Background: an optimization exercise with open tools, aiming at small area. Do not read the settings as production practice. Power and IR drop assume default switching activity.

## north
==> flow/design.v <==
package rv_pkg;
    localparam int XLEN_DEF  = 32;
    localparam int NREGS_DEF = 32;
    typedef logic [4:0]          reg_idx_t;
    typedef logic [XLEN_DEF-1:0] xword_t;
endpackage
module rf_wr_bit (
    input  logic q,
    input  logic wd,
    input  logic we,
    input  logic wen,
    output logic d
);
    assign d = (q & wen) | (wd & we);
endmodule
module rf_wr_row
#(
    parameter int XLEN = rv_pkg::XLEN_DEF
) (
    input  logic [XLEN-1:0] q,
    input  logic [XLEN-1:0] wd,
    input  logic            we,
    input  logic            wen,
    output logic [XLEN-1:0] d
);
    for (genvar b = 0; b < XLEN; b++) begin : g_bit
        rf_wr_bit u_bit (.q(q[b]), .wd(wd[b]), .we(we), .wen(wen), .d(d[b]));
    end
endmodule
module rf_aoi3 (
    input  logic [2:0] sel,
    input  logic [2:0] d,
    output logic       yn
);
    assign yn = ~|(sel & d);
endmodule
module rf_nand2 (
    input  logic sel,
    input  logic d,
    output logic yn
);
    assign yn = ~(sel & d);
endmodule
module rf_and_n
#(
    parameter int N = 11
) (
    input  logic [N-1:0] yn,
    output logic         y
);
    assign y = &yn;
endmodule
module rf_byp_mux (
    input  logic hit,
    input  logic wdn,
    input  logic none,
    output logic y
);
    assign y = ~(hit ? wdn : none);
endmodule
module rf_rd_bit (
    input  logic [31:1] sel,
    input  logic [31:1] d,
    input  logic        hit,
    input  logic        wdn,
    output logic        y
);
    logic [10:0] w_yn;
    logic        w_none;
    for (genvar k = 0; k < 10; k++) begin : g_aoi
        rf_aoi3 u_aoi (.sel(sel[3*k+1 +: 3]), .d(d[3*k+1 +: 3]), .yn(w_yn[k]));
    end
    rf_nand2 u_nand (.sel(sel[31]), .d(d[31]), .yn(w_yn[10]));
    rf_and_n #(.N(11)) u_and (.yn(w_yn), .y(w_none));
    rf_byp_mux u_mux (.hit(hit), .wdn(wdn), .none(w_none), .y(y));
endmodule
module rf_dec
#(
    parameter int NREGS = rv_pkg::NREGS_DEF
) (
    input  logic                     en,
    input  logic [$clog2(NREGS)-1:0] a,
    output logic [NREGS-1:0]         y,
    output logic [NREGS-1:0]         yn
);
    always_comb begin
        y = '0;
        for (int r = 1; r < NREGS; r++) begin
            y[r] = en && (a == $clog2(NREGS)'(r));
        end
    end
    assign yn = ~y;
endmodule
module rf_rd_sel
#(
    parameter int NREGS = rv_pkg::NREGS_DEF
) (
    input  logic [$clog2(NREGS)-1:0] a,
    input  logic [NREGS-1:0]         ok,
    output logic [NREGS-1:0]         sel
);
    always_comb begin
        sel = '0;
        for (int r = 1; r < NREGS; r++) begin
            sel[r] = ok[r] && (a == $clog2(NREGS)'(r));
        end
    end
endmodule
module rf_hit
#(
    parameter int AW = 5
) (
    input  logic          rst_n,
    input  logic          wb_valid,
    input  logic [AW-1:0] wb_rd,
    input  logic [AW-1:0] a,
    output logic          hit
);
    assign hit = rst_n && wb_valid && (wb_rd == a) && (a != '0);
endmodule
module rf_busy_rd
#(
    parameter int NREGS = rv_pkg::NREGS_DEF
) (
    input  logic [$clog2(NREGS)-1:0] a,
    input  logic [NREGS-1:0]         pend,
    input  logic                     hit,
    output logic                     busy
);
    assign busy = pend[a] && !hit;
endmodule
module regfile_scoreboard
#(
    parameter int XLEN   = rv_pkg::XLEN_DEF,
    parameter int NREGS  = rv_pkg::NREGS_DEF,
    parameter int NUM_RD = 2,
    parameter bit BYPASS = 1'b1
) (
    input  logic                            clk,
    input  logic                            rst_n,
    input  logic [NUM_RD*$clog2(NREGS)-1:0] rs_addr,
    output logic [NUM_RD*XLEN-1:0]          rs_data,
    output logic [NUM_RD-1:0]               rs_busy,
    input  logic                            issue_valid,
    input  logic [$clog2(NREGS)-1:0]        issue_rd,
    input  logic                            wb_valid,
    input  logic [$clog2(NREGS)-1:0]        wb_rd,
    input  logic [XLEN-1:0]                 wb_data,
    input  logic                            flush,
    output logic [NREGS-1:0]                busy_vec
);
    localparam int AW = $clog2(NREGS);
    logic [XLEN-1:0]  w_q [NREGS];
    logic [NREGS-1:0] r_valid;
    logic [NREGS-1:0] r_pend;
    logic [NREGS-1:0] w_we;
    logic [NREGS-1:0] w_wen;
    logic [NREGS-1:0] w_iss;
    logic [NREGS-1:0] w_issn;
    logic [XLEN-1:0]  w_wdn;
    rf_dec #(.NREGS(NREGS)) u_wdec (
        .en (wb_valid),
        .a  (wb_rd),
        .y  (w_we),
        .yn (w_wen)
    );
    rf_dec #(.NREGS(NREGS)) u_idec (
        .en (issue_valid),
        .a  (issue_rd),
        .y  (w_iss),
        .yn (w_issn)
    );
    always_ff @(posedge clk or negedge rst_n) begin
        if (!rst_n) begin
            r_pend[NREGS-1:1] <= '0;
        end else begin
            r_pend[NREGS-1:1] <= {(NREGS-1){~flush}} & (w_iss[NREGS-1:1] | (r_pend[NREGS-1:1] & w_wen[NREGS-1:1]));
        end
    end
    assign r_pend[0] = 1'b0;
    assign busy_vec = r_pend;
    always_ff @(posedge clk or negedge rst_n) begin
        if (!rst_n) begin
            r_valid[NREGS-1:1] <= '0;
        end else begin
            r_valid[NREGS-1:1] <= r_valid[NREGS-1:1] | w_we[NREGS-1:1];
        end
    end
    assign r_valid[0] = 1'b0;
    assign w_q[0] = '0;
    for (genvar r = 1; r < NREGS; r++) begin : g_reg
        logic [XLEN-1:0] r_q;
        logic [XLEN-1:0] w_d;
        rf_wr_row #(.XLEN(XLEN)) u_wr (
            .q   (r_q),
            .wd  (wb_data),
            .we  (w_we[r]),
            .wen (w_wen[r]),
            .d   (w_d)
        );
        always_ff @(posedge clk) begin
            r_q <= w_d;
        end
        assign w_q[r] = r_q;
    end
    assign w_wdn = ~wb_data;
    for (genvar g = 0; g < NUM_RD; g++) begin : g_rd
        logic [AW-1:0]    w_addr;
        logic [NREGS-1:0] w_sel;
        logic             w_hit;
        assign w_addr = rs_addr[g*AW +: AW];
        rf_rd_sel #(.NREGS(NREGS)) u_sel (
            .a   (w_addr),
            .ok  (r_valid),
            .sel (w_sel)
        );
        rf_hit #(.AW(AW)) u_hit (
            .rst_n    (rst_n),
            .wb_valid (BYPASS && wb_valid),
            .wb_rd    (wb_rd),
            .a        (w_addr),
            .hit      (w_hit)
        );
        for (genvar b = 0; b < XLEN; b++) begin : g_bit
            logic [NREGS-1:1] w_col;
            for (genvar r = 1; r < NREGS; r++) begin : g_col
                assign w_col[r] = w_q[r][b];
            end
            rf_rd_bit u_rd (
                .sel (w_sel[NREGS-1:1]),
                .d   (w_col),
                .hit (w_hit),
                .wdn (w_wdn[b]),
                .y   (rs_data[g*XLEN + b])
            );
        end
        rf_busy_rd #(.NREGS(NREGS)) u_busy (
            .a    (w_addr),
            .pend (r_pend),
            .hit  (w_hit),
            .busy (rs_busy[g])
        );
    end
endmodule
Settings: LEC_CHECK=0, CAP_MARGIN=20, CORE_MARGIN=2, CORE_UTILIZATION=50, SETUP_SLACK_MARGIN=0.2, SLEW_MARGIN=20, SYNTH_HIERARCHICAL=1, SYNTH_MINIMUM_KEEP_SIZE=0; clock period 4.2 ns.
standard.sh (not shown) runs the stock make flow with config.mk's settings and CLKGATE_MAP_FILE= SYNTH_SCRIPT=/design/flow/synth_recipe.tcl, a recipe that flattens the netlist after the stock synthesis.
==> flow/flow/run.sh <==
#!/bin/bash
# Standard ORFS layout with two changes: ports buffered with buf_2 cells
# instead of delay cells, and CTS without dummy loads. Each step's output
# goes to its own log here.
set -euo pipefail
bash standard.sh synth > synth.log 2>&1
bash standard.sh \
  'BUFFER_PORTS_ARGS=-buffer_cell sky130_fd_sc_hd__buf_2' \
  'CTS_ARGS=-sink_clustering_enable -repair_clock_nets -dont_use_dummy_load -sink_clustering_size 16 -sink_clustering_max_diameter 50 -buf_list {sky130_fd_sc_hd__clkbuf_8}' \
  finish > layout.log 2>&1
Looking at the reports, north completed the entire flow and the layout it produced met the timing, design-rule and antenna checks.
Relative to north, the following input files were edited for south:
==> flow/design.v, changed modules only <==
module regfile_scoreboard
#(
    parameter int XLEN   = rv_pkg::XLEN_DEF,
    parameter int NREGS  = rv_pkg::NREGS_DEF,
    parameter int NUM_RD = 2,
    parameter bit BYPASS = 1'b1
) (
    input  logic                            clk,
    input  logic                            rst_n,
    input  logic [NUM_RD*$clog2(NREGS)-1:0] rs_addr,
    output logic [NUM_RD*XLEN-1:0]          rs_data,
    output logic [NUM_RD-1:0]               rs_busy,
    input  logic                            issue_valid,
    input  logic [$clog2(NREGS)-1:0]        issue_rd,
    input  logic                            wb_valid,
    input  logic [$clog2(NREGS)-1:0]        wb_rd,
    input  logic [XLEN-1:0]                 wb_data,
    input  logic                            flush,
    output logic [NREGS-1:0]                busy_vec
);
    localparam int AW = $clog2(NREGS);
    logic [XLEN-1:0]  w_q [NREGS];
    logic [NREGS-1:0] r_valid;
    logic [NREGS-1:0] r_pend;
    logic [NREGS-1:0] w_we;
    logic [NREGS-1:0] w_wen;
    logic [NREGS-1:0] w_iss;
    logic [NREGS-1:0] w_issn;
    logic [XLEN-1:0]  w_wdn;
    rf_dec #(.NREGS(NREGS)) u_wdec (
        .en (wb_valid),
        .a  (wb_rd),
        .y  (w_we),
        .yn (w_wen)
    );
    rf_dec #(.NREGS(NREGS)) u_idec (
        .en (issue_valid),
        .a  (issue_rd),
        .y  (w_iss),
        .yn (w_issn)
    );
    always_ff @(posedge clk or negedge rst_n) begin
        if (!rst_n) begin
            r_pend[NREGS-1:1] <= '0;
        end else begin
            r_pend[NREGS-1:1] <= {(NREGS-1){~flush}} & (w_iss[NREGS-1:1] | (r_pend[NREGS-1:1] & w_wen[NREGS-1:1]));
        end
    end
    assign r_pend[0] = 1'b0;
    assign busy_vec = r_pend;
    always_ff @(posedge clk or negedge rst_n) begin
        if (!rst_n) begin
            r_valid[NREGS-1:1] <= '0;
        end else begin
            r_valid[NREGS-1:1] <= r_valid[NREGS-1:1] | w_we[NREGS-1:1];
        end
    end
    assign r_valid[0] = 1'b0;
    assign w_q[0] = '0;
    for (genvar r = 1; r < NREGS; r++) begin : g_reg
        logic [XLEN-1:0] r_q;
        logic [XLEN-1:0] w_d;
        rf_wr_row #(.XLEN(XLEN)) u_wr (
            .q   (r_q),
            .wd  (wb_data),
            .we  (w_we[r]),
            .wen (w_wen[r]),
            .d   (w_d)
        );
        always_ff @(posedge clk) begin
            r_q <= w_d;
        end
        assign w_q[r] = r_q;
    end
    assign w_wdn = ~wb_data;
    for (genvar g = 0; g < NUM_RD; g++) begin : g_rd
        logic [AW-1:0]    w_addr;
        logic [NREGS-1:0] w_sel [2];
        logic             w_hit;
        assign w_addr = rs_addr[g*AW +: AW];
        for (genvar h = 0; h < 2; h++) begin : g_half
            rf_rd_sel #(.NREGS(NREGS)) u_sel (
                .a   (w_addr),
                .ok  (r_valid),
                .sel (w_sel[h])
            );
        end
        rf_hit #(.AW(AW)) u_hit (
            .rst_n    (rst_n),
            .wb_valid (BYPASS && wb_valid),
            .wb_rd    (wb_rd),
            .a        (w_addr),
            .hit      (w_hit)
        );
        for (genvar b = 0; b < XLEN; b++) begin : g_bit
            logic [NREGS-1:1] w_col;
            for (genvar r = 1; r < NREGS; r++) begin : g_col
                assign w_col[r] = w_q[r][b];
            end
            rf_rd_bit u_rd (
                .sel (w_sel[b / (XLEN / 2)][NREGS-1:1]),
                .d   (w_col),
                .hit (w_hit),
                .wdn (w_wdn[b]),
                .y   (rs_data[g*XLEN + b])
            );
        end
        rf_busy_rd #(.NREGS(NREGS)) u_busy (
            .a    (w_addr),
            .pend (r_pend),
            .hit  (w_hit),
            .busy (rs_busy[g])
        );
    end
endmodule
Notes after the runs:
sky130_fd_sc_hd__and3_1 as the slowest cell on the critical path was reported by south, and sky130_fd_sc_hd__nand4_1 by north. Worst relative slew slack (lower): south. south: all stages complete, timing, DRC and antenna checks passed. Initial cell density of the core delta (north -> south): insignificant. NOTE: clock network fraction of total power in south falls short of that of north. Between north and south, final core utilization is lower for south, north comes in above that. ~same area used by sequential logic in the layout in north and south.
No run of this note included a check of the RTL's function; only the layout flow was run.

what the ideal ports hide:
The flow's constraints put no driver on any port. The routed layouts listed below were extracted and timed again, unchanged, in two steps.
Step 1: set_driving_cell puts a clkbuf_16 on clk and a buf_2 on each other input, an assumption about the parent block.
Step 2 times the ports against the registers' clock, not the clock port: input delays grow and output delays shrink by t, the midpoint of the rising clock arrivals with the driver on.
Three values: ideal ports, drivers, drivers and shift; two values: the first two.
run | t (ns) | setup slack, ns | worst setup path after step 2 | latest minus earliest clock arrival (ns)
north | 0.838 | 0.122 / 0.078 / 0.078 | input to output | 0.120 / 0.121
south | 0.818 | 0.127 / -0.014 / -0.014 | input to output | 0.085 / 0.084
Met with ideal ports but missed after step 2: setup timing in south. For south, which loses most, drivers alone change the setup slack by -0.141 ns; drivers and shift together by -0.141 ns.
